Source: an optimization exercise on an open RTL-to-GDS flow (aim: small area and a short achievable clock period). Production flows keep margins and buffers that such runs may drop. The RTL was checked by simulation tests, not by an equivalence proof against the original design. Power is estimated from default activity; no workload was simulated.

<file path="design/flow/flow/run.sh">
#!/bin/bash
set -euo pipefail
bash standard.sh 'BUFFER_PORTS_ARGS=-buffer_cell sky130_fd_sc_hd__buf_4' finish > flow_make.log 2>&1
</file>
<file path="design/flow/constraint.sdc">
create_clock -name core_clock -period 5.5 [get_ports {clk}]
set_input_delay 1.1000 -clock core_clock [delete_from_list [all_inputs] [get_ports {clk}]]
set_output_delay 1.1000 -clock core_clock [all_outputs]
set_load 0.01 [all_outputs]
</file>
<file path="design/flow/standard.sh">
#!/bin/bash
# synth_recipe.tcl (not shown) runs the flow's synth.tcl, then flattens the netlist and writes it again
# the make line also repeats each setting of config.mk as NAME=value (left out here)
make -C /OpenROAD-flow-scripts/flow DESIGN_CONFIG=/design/flow/config.mk WORK_HOME=/design/flow/orfs CLKGATE_MAP_FILE= SYNTH_SCRIPT=/design/flow/synth_recipe.tcl "${@:-finish}"
</file>
<file path="design/flow/design.v">
module inst_trace_buf #(
  parameter int DEPTH = 64,
  parameter int PCW   = 30,
  parameter int WRAP  = 0
) (
  input  logic                     clk,
  input  logic                     rst_n,
  input  logic                     ic_stall,
  input  logic                     ic_stall_dly,
  input  logic                     stall,
  input  logic                     stall_ld,
  input  logic                     jmp_cond,
  input  logic                     post_jump_cmd_c,
  input  logic [PCW-1:0]           pc_id,
  input  logic [31:0]              inst_id,
  input  logic                     trace_en,
  input  logic                     trig_en,
  input  logic [PCW-1:0]           trig_pc,
  input  logic                     clear,
  input  logic                     rd_ready,
  output logic                     rd_valid,
  output logic [PCW+1:0]           rd_pc,
  output logic [31:0]              rd_inst,
  output logic [$clog2(DEPTH):0]   count,
  output logic                     full,
  output logic                     overflow,
  output logic                     triggered
);
  localparam int AW = $clog2(DEPTH);
  localparam int CW = AW + 1;
  localparam int MD = DEPTH;               
  localparam int DW = PCW + 32;
  typedef enum logic [1:0] {IDLE, ARMED, CAPTURE, DONE} state_t;
  state_t          state;
  localparam int LO = 8;
  localparam int HI = (MD + LO - 1) / LO;
  localparam int DH = DW / 2;              
  logic [1:0][HI-1:0] wr_hi;
  logic [1:0][LO-1:0] wr_lo;
  logic [1:0][MD-1:0] rd_sel;            
  logic            valid_q;                
  logic            one_q;                  
  logic [DW-1:0]   hd_q;                   
  logic [DW-1:0]   mem [MD];
  logic retire, pop;
  logic hd_ld_in, hd_ld_mem, hd_hold, mem_adv;
  logic [DW-1:0] din;
  logic [DW-1:0] mem_rd;
  assign din      = {pc_id, inst_id};
  assign retire   = ~(ic_stall | ic_stall_dly | stall | stall_ld | jmp_cond | post_jump_cmd_c);
  assign rd_valid = valid_q;
  assign full     = count[AW];
  assign pop      = valid_q & rd_ready;
  assign hd_ld_in  = ~valid_q | (one_q & rd_ready);
  assign hd_ld_mem = valid_q & ~one_q & rd_ready;
  assign hd_hold   = valid_q & ~rd_ready;
  logic [1:0]         wr_last;
  logic [1:0][HI-1:0] wr_hi_nx;
  logic [1:0][LO-1:0] wr_lo_nx;
  for (genvar c = 0; c < 2; c++) begin : g_wnx
    assign wr_last[c]  = wr_hi[c][HI-1] & wr_lo[c][(MD-1)%LO];
    assign wr_lo_nx[c] = wr_last[c] ? LO'(1) : {wr_lo[c][LO-2:0], wr_lo[c][LO-1]};
    assign wr_hi_nx[c] = (wr_last[c] | wr_lo[c][LO-1]) ? {wr_hi[c][HI-2:0], wr_hi[c][HI-1]}
                                                        : wr_hi[c];
  end
  typedef struct packed {
    state_t        state;
    logic [CW-1:0] count;
    logic          valid;
    logic          one;
    logic          overflow;
    logic          triggered;
    logic          adv;
  } ctl_t;
  function automatic ctl_t step(input logic h, input state_t st, input logic [CW-1:0] cnt,
                                input logic vld, input logic on, input logic ovf,
                                input logic trg, input logic pp, input logic te,
                                input logic ten);
    ctl_t n;
    logic f, w, d;
    f = cnt[AW];
    w = h & (~f | pp);
    d = h & f & ~pp;
    n.state     = st;
    n.count     = cnt;
    n.valid     = vld;
    n.one       = on;
    n.overflow  = ovf | d;
    n.triggered = trg;
    n.adv       = w & vld & ~(on & pp);
    if (w && !pp) begin
      n.count = cnt + CW'(1);
      n.valid = 1'b1;
      n.one   = ~vld;
    end else if (pp && !w) begin
      n.count = cnt - CW'(1);
      n.valid = ~on;
      n.one   = (cnt == CW'(2));
    end
    if (!te) begin
      n.state = IDLE;
    end else begin
      case (st)
        IDLE:    n.state = ten ? ARMED : CAPTURE;
        ARMED: begin
          if (h) begin
            n.triggered = 1'b1;
            n.state     = d ? DONE : CAPTURE;
          end
        end
        CAPTURE: if (d) n.state = DONE;
        DONE:    n.state = DONE;
        default: n.state = IDLE;
      endcase
    end
    step = n;
  endfunction
  logic pc_eq, base;
  ctl_t nx_eq, nx_ne, nx;
  assign pc_eq = (pc_id == trig_pc);
  assign base  = retire & trace_en;
  assign nx_eq = step(base & ((state == CAPTURE) | (state == ARMED)), state, count, valid_q,
                      one_q, overflow, triggered, pop, trace_en, trig_en);
  assign nx_ne = step(base & (state == CAPTURE), state, count, valid_q,
                      one_q, overflow, triggered, pop, trace_en, trig_en);
  assign nx    = pc_eq ? nx_eq : nx_ne;
  assign mem_adv = nx.adv;
  always_ff @(posedge clk or negedge rst_n) begin
    if (!rst_n) begin
      state     <= IDLE;
      wr_hi     <= {2{HI'(1)}};
      wr_lo     <= {2{LO'(1)}};
      rd_sel    <= {2{MD'(1)}};
      count     <= '0;
      valid_q   <= 1'b0;
      one_q     <= 1'b0;
      overflow  <= 1'b0;
      triggered <= 1'b0;
    end else if (clear) begin
      state     <= IDLE;
      wr_hi     <= {2{HI'(1)}};
      wr_lo     <= {2{LO'(1)}};
      rd_sel    <= {2{MD'(1)}};
      count     <= '0;
      valid_q   <= 1'b0;
      one_q     <= 1'b0;
      overflow  <= 1'b0;
      triggered <= 1'b0;
    end else begin
      if (mem_adv) begin
        wr_hi <= wr_hi_nx;
        wr_lo <= wr_lo_nx;
      end
      if (hd_ld_mem) begin
        rd_sel[0] <= {rd_sel[0][MD-2:0], rd_sel[0][MD-1]};
        rd_sel[1] <= {rd_sel[1][MD-2:0], rd_sel[1][MD-1]};
      end
      state     <= nx.state;
      count     <= nx.count;
      valid_q   <= nx.valid;
      one_q     <= nx.one;
      overflow  <= nx.overflow;
      triggered <= nx.triggered;
    end
  end
  always_comb begin
    mem_rd = '0;
    for (int i = 0; i < MD; i++)
      mem_rd = mem_rd | (mem[i] & {{(DW-DH){rd_sel[1][i]}}, {DH{rd_sel[0][i]}}});
  end
  always_ff @(posedge clk) begin
    hd_q <= ({DW{hd_ld_in}} & din) | ({DW{hd_ld_mem}} & mem_rd) | ({DW{hd_hold}} & hd_q);
  end
  always_ff @(posedge clk) begin
    for (int i = 0; i < MD; i++)
    begin
      if (wr_hi[0][i/LO] && wr_lo[0][i%LO]) mem[i][DH-1:0]  <= din[DH-1:0];
      if (wr_hi[1][i/LO] && wr_lo[1][i%LO]) mem[i][DW-1:DH] <= din[DW-1:DH];
    end
  end
  assign rd_pc   = {hd_q[DW-1:32], 2'b00};
  assign rd_inst = hd_q[31:0];
endmodule
</file>
<file path="design/flow/config.mk">
export PLATFORM = sky130hd
export DESIGN_NAME = inst_trace_buf
export DESIGN_NICKNAME = inst_trace_buf
export VERILOG_FILES = /design/flow/design.v
export SDC_FILE = /design/flow/constraint.sdc
export NUM_CORES = 4
export LEC_CHECK = 0
export CAP_MARGIN = 20
export CORE_MARGIN = 2
export CORE_UTILIZATION = 45
export CTS_CLUSTER_DIAMETER = 100
export CTS_CLUSTER_SIZE = 25
export SETUP_SLACK_MARGIN = 2.95
export SLEW_MARGIN = 20
export TNS_END_PERCENT = 100
</file>
==> notes.md <==
-- per-stage QoR --
stage	instances	instance area, um2	utilization [%]	hold WS, ns
final	12860	168300	50.44	0.2063
after global placement	12310	159100	47.66	0.4642
after global routing	12830	168300	50.42	0.2378
after floorplan	7908	151000	-	0.4953
after detailed placement	12310	159100	47.67	0.4682
after CTS	12740	167000	50.05	0.2382
-- worst min path at each step --
| stage | startpoint | to | slack [ns] |
|---|---|---|---|
| 2_1_floorplan | one_q$_DFFE_PN0P_ | valid_q$_DFFE_PN0P_ | 0.50 |
| 3_3_place_gp | hd_q[47]$_DFF_P_ | hd_q[47]$_DFF_P_ | 0.46 |
| 3_5_place_dp | hd_q[13]$_DFF_P_ | hd_q[13]$_DFF_P_ | 0.47 |
| 4_1_cts | rst_n | rd_sel[75]$_DFFE_PN0P_ | 0.24 |
| 5_1_grt | rst_n | rd_sel[75]$_DFFE_PN0P_ | 0.24 |
| 6_report | rst_n | rd_sel[75]$_DFFE_PN0P_ | 0.21 |
-- sequential cells by signal, summed over array words and instances (netlist names), 2 cells and up --
name    cells
count       7
hd_q       62
mem      3968
rd_sel    128
state       2
wr_hi      16
wr_lo      16
-- cell type report --
class | count | area share [%]
flip-flops and latches | 4203 | 74.39
multi-input cells | 3170 | 15.14
repair buffers | 694 | 3.833
well taps | 4387 | 3.261
clock buffers | 340 | 3.197
clock inverters | 12 | 0.09144
diodes | 42 | 0.06244
inverters | 11 | 0.02676
-- synth_stat cells, types with 17 or more instances --
cell | n | area share (%)
sky130_fd_sc_hd__nand4_1 | 255 | 1.1
sky130_fd_sc_hd__edfxtp_1 | 3968 | 79
sky130_fd_sc_hd__a22oi_1 | 62 | 0.31
sky130_fd_sc_hd__xor2_1 | 30 | 0.17
sky130_fd_sc_hd__o21ai_0 | 63 | 0.21
sky130_fd_sc_hd__dfxtp_1 | 62 | 0.82
sky130_fd_sc_hd__nor2_1 | 39 | 0.097
sky130_fd_sc_hd__nor4_1 | 63 | 0.26
sky130_fd_sc_hd__a22o_1 | 992 | 5.8
sky130_fd_sc_hd__buf_1 | 47 | 0.12
sky130_fd_sc_hd__dfrtp_1 | 167 | 2.8
sky130_fd_sc_hd__a221oi_1 | 993 | 5.8
sky130_fd_sc_hd__nand3_1 | 17 | 0.056
sky130_fd_sc_hd__nand2_1 | 269 | 0.67
sky130_fd_sc_hd__and2_1 | 127 | 0.53
sky130_fd_sc_hd__a21oi_1 | 142 | 0.47
sky130_fd_sc_hd__clkbuf_1 | 470 | 1.2
-- power by group --
group | internal [mW] | switching [mW]
clock network | 6.80 | 10.0
logic | 0.223 | 0.664
registers | 35.0 | 0.0548
-- repair_timing --
item / in CTS / in global routing
endpoints found under the setup margin: 375 / 386
gates resized for setup: 398 / 101
cloned: 10 / 3
buffers inserted: 69 / 73
pin swaps: 38 / 32
-- critical path: stages --
cell	delay [ns]
sky130_fd_sc_hd__buf_16	0.15
sky130_fd_sc_hd__xor2_2	0.17
sky130_fd_sc_hd__nor4_4	0.59
sky130_fd_sc_hd__buf_4	0.26
sky130_fd_sc_hd__buf_6	0.10
sky130_fd_sc_hd__nand4_4	0.07
sky130_fd_sc_hd__buf_12	0.20
sky130_fd_sc_hd__nor2_4	0.08
sky130_fd_sc_hd__buf_6	0.14
sky130_fd_sc_hd__mux2_4	0.34
sky130_fd_sc_hd__a31o_1	0.23
sky130_fd_sc_hd__mux2_4	0.30
-- routing by layer --
metal | GRT usage, % | vias to the layer above
li1 | - | 34330
met1 | 50.55 | 50850
met2 | 53.22 | 11350
met3 | 14.85 | 2413
met4 | 20.22 | 38
met5 | 0.05670 | -
-- kinds of logic (layout without fill, tap and decap cells) --
| kind of cell | Yosys count | count (layout) | synth area share, % |
|---|---|---|---|
| flops | 4203 | 4203 | 82.63 |
| compound gates | 2277 | 2277 | 12.65 |
| simple gates | 828 | 830 | 2.957 |
| buf+inv | 537 | 1057 | 1.359 |
| xor+xnor | 32 | 32 | 0.1857 |
| mux | 20 | 20 | 0.1417 |
| fa+ha+maj | 9 | 9 | 0.07460 |
| other cells | 1 | 44 | 0.002484 |
==> notes.md <==
• timing/DRC/antenna clean — run status
• flop — endpoint kind of the worst setup timing path
• 4 — H-tree levels
• 0.1252 mm2 — area taken by flip-flops and latches
• 0.07009 ns — clk_skew
• sky130_fd_sc_hd__edfxtp_1, sky130_fd_sc_hd__a22o_1, sky130_fd_sc_hd__a221oi_1, sky130_fd_sc_hd__buf_4, sky130_fd_sc_hd__nand2_1 — highest-count cells in the layout ignoring fill and taps
• 42 — number of antenna violations at the first check in global routing
• sky130_fd_sc_hd__edfxtp_1 — most frequently used flop master after synthesis
• 4 — maximum buffer depth of the clock tree
• 2.954 ns — final worst path period need
• 0.0002365 V — IR Drop Worst-Case VDD
• 4.116% — async set or reset register ratio after synthesis
• 849,000 um — first-pass GRT wire length
• pc_id[16] — Worst setup startpoint
• 6 — first-pass iteration count of the detailed router
• 15.27% — relative slew slack
• 0.11 ns — clock-pin slew reported for the worst setup and hold paths after clock tree synthesis
• 0 — remaining routing DRC violations
• 2 — depth of the worst register-to-register path
• 659,800 um — wire length after detailed routing
• 0 — final count of negative-setup-slack endpoints
• 37.85% — Global Route Usage Sum
• 338.6 MHz — Fmax achieved
• 3,968 — number of enable flip-flop cells after synthesis
• built — TritonCTS clock tree
• 7,907 — number of standard cells after synthesis
• primary input — kind of start point of the critical path
• 82.63% — fraction of the yosys area taken by sequential cells
• 0 — cts-stage hold buffer count
• 98,980 — detailed-route via count
• 124,500 um — met3 wire length
• 51.31 um — average routed wire per standard cell
• 0 ns — sum of negative setup slack
• 45.23% — Initial Util
• in -> async — Min-Delay Path Class
• in -> reg — startpoint-to-endpoint class of the critical path
• 2.546 ns — final setup slack of the worst path
• 0.95 ns — worst-skew pair later-pin latency
• 4,203 — register bit count reported by yosys
• count[6]$_DFFE_PN0P_ — worst setup path endpoint
• 11.51% — area grow syn2layout
• 53.70% — Period Utilization, post-route
• 0.02548 mm2 — multi-input gate area in the final layout
• 583.2 um — width of the die
• wr_lo[10]$_DFFE_PN0P_ — startpoint of the lowest-slack register-to-register path
• 313.4 mW/mm2 — total power density per cell area
• 0.1509 mm2 — synthesized cell area
• 0 — Final Slew Violations
• 191 — number of buffers inserted during clock tree synthesis
• 212 — number of cell rows
• 19.09 um2 — syn avg cell area
• 2.81 ns — setup slack on the worst flop-to-flop path
• 174 — largest net degree at the start of global routing
• 0 — total congestion overflow after global routing
• 57 — Synth cell types
• 3.78 ns — arrival time at the worst endpoint
• 8,384 — number of nets in the finished design
• 26,680 — fill count
• 87,910 — number of global-route vias before repair
• 0 — final hold vios
• 4,203 — sink count of the clock tree
• sky130_fd_sc_hd__edfxtp_1 — most frequent standard cell in the layout excluding fill and tap cells
• 52.74 mW — power consumption
• yes — setup repair after global routing missed its margin
• 52.27 nW — standby leakage power
• 343,700 um — DP Wirelength
• 6.32 ns — critical path data required time
• 22,290 — Iter 0 DRT Violations
• 17 — Critical Path Fanout Max
• 0 — Antenna Nets Post-Route
• 270,700 um — Routed met2 length
• sky130_fd_sc_hd__clkbuf_16 — cell chosen for the clock root
• 176 — number of port buffers
• 16.09% — proportion of layout cells with a drive suffix above 1
• 0.3401 mm2 — die footprint
• 0.6805 ns — Post-Place Worst Slack
• 179 — count of boundary I/O pins
• 0.3337 mm2 — total core area
• 1.271 ns — pin slew with the least headroom to its limit
• met5 — top layer used by detailed routing
• 217,700 um — Routed met1 length
• 7.698 — via/cell ratio
• 0.8801 — gp weighted congestion
• mem[18][40]$_DFFE_PP_ — reg2reg end
• 583.2 um — floorplan die height
• 2 — Synthesis Warnings
• 0 — reported max-cap violation count

## port drivers added, routing unchanged
No port has a modelled driver above. Below, the same layout with a new extraction and two added sets of constraints.
Step 1 (the two cells are an assumption about what drives the block):
set clk [get_ports {clk}]
set_driving_cell -lib_cell sky130_fd_sc_hd__clkbuf_16 $clk
set_driving_cell -lib_cell sky130_fd_sc_hd__buf_2 [delete_from_list [all_inputs] $clk]
Step 2 moves the port delays by t, midway between the first and last clock arrival at a register: inputs arrive t later, outputs are due t later. That takes back most of the time a late clock gives input paths.
Three values: ideal, step 1, step 2; two values: the first two.
t, ns: 1.021
setup slack, ns: 2.546 / 2.394 / 1.373
hold slack, ns: 0.206 / 0.300 / 0.481
worst register clock-pin slew, ns: 0.11 / 0.11
cell pins on the clock port's net: 1
After both steps setup and hold are still met in this run. For this run, drivers alone change the setup slack by -0.152 ns; drivers and shift together by -1.173 ns.
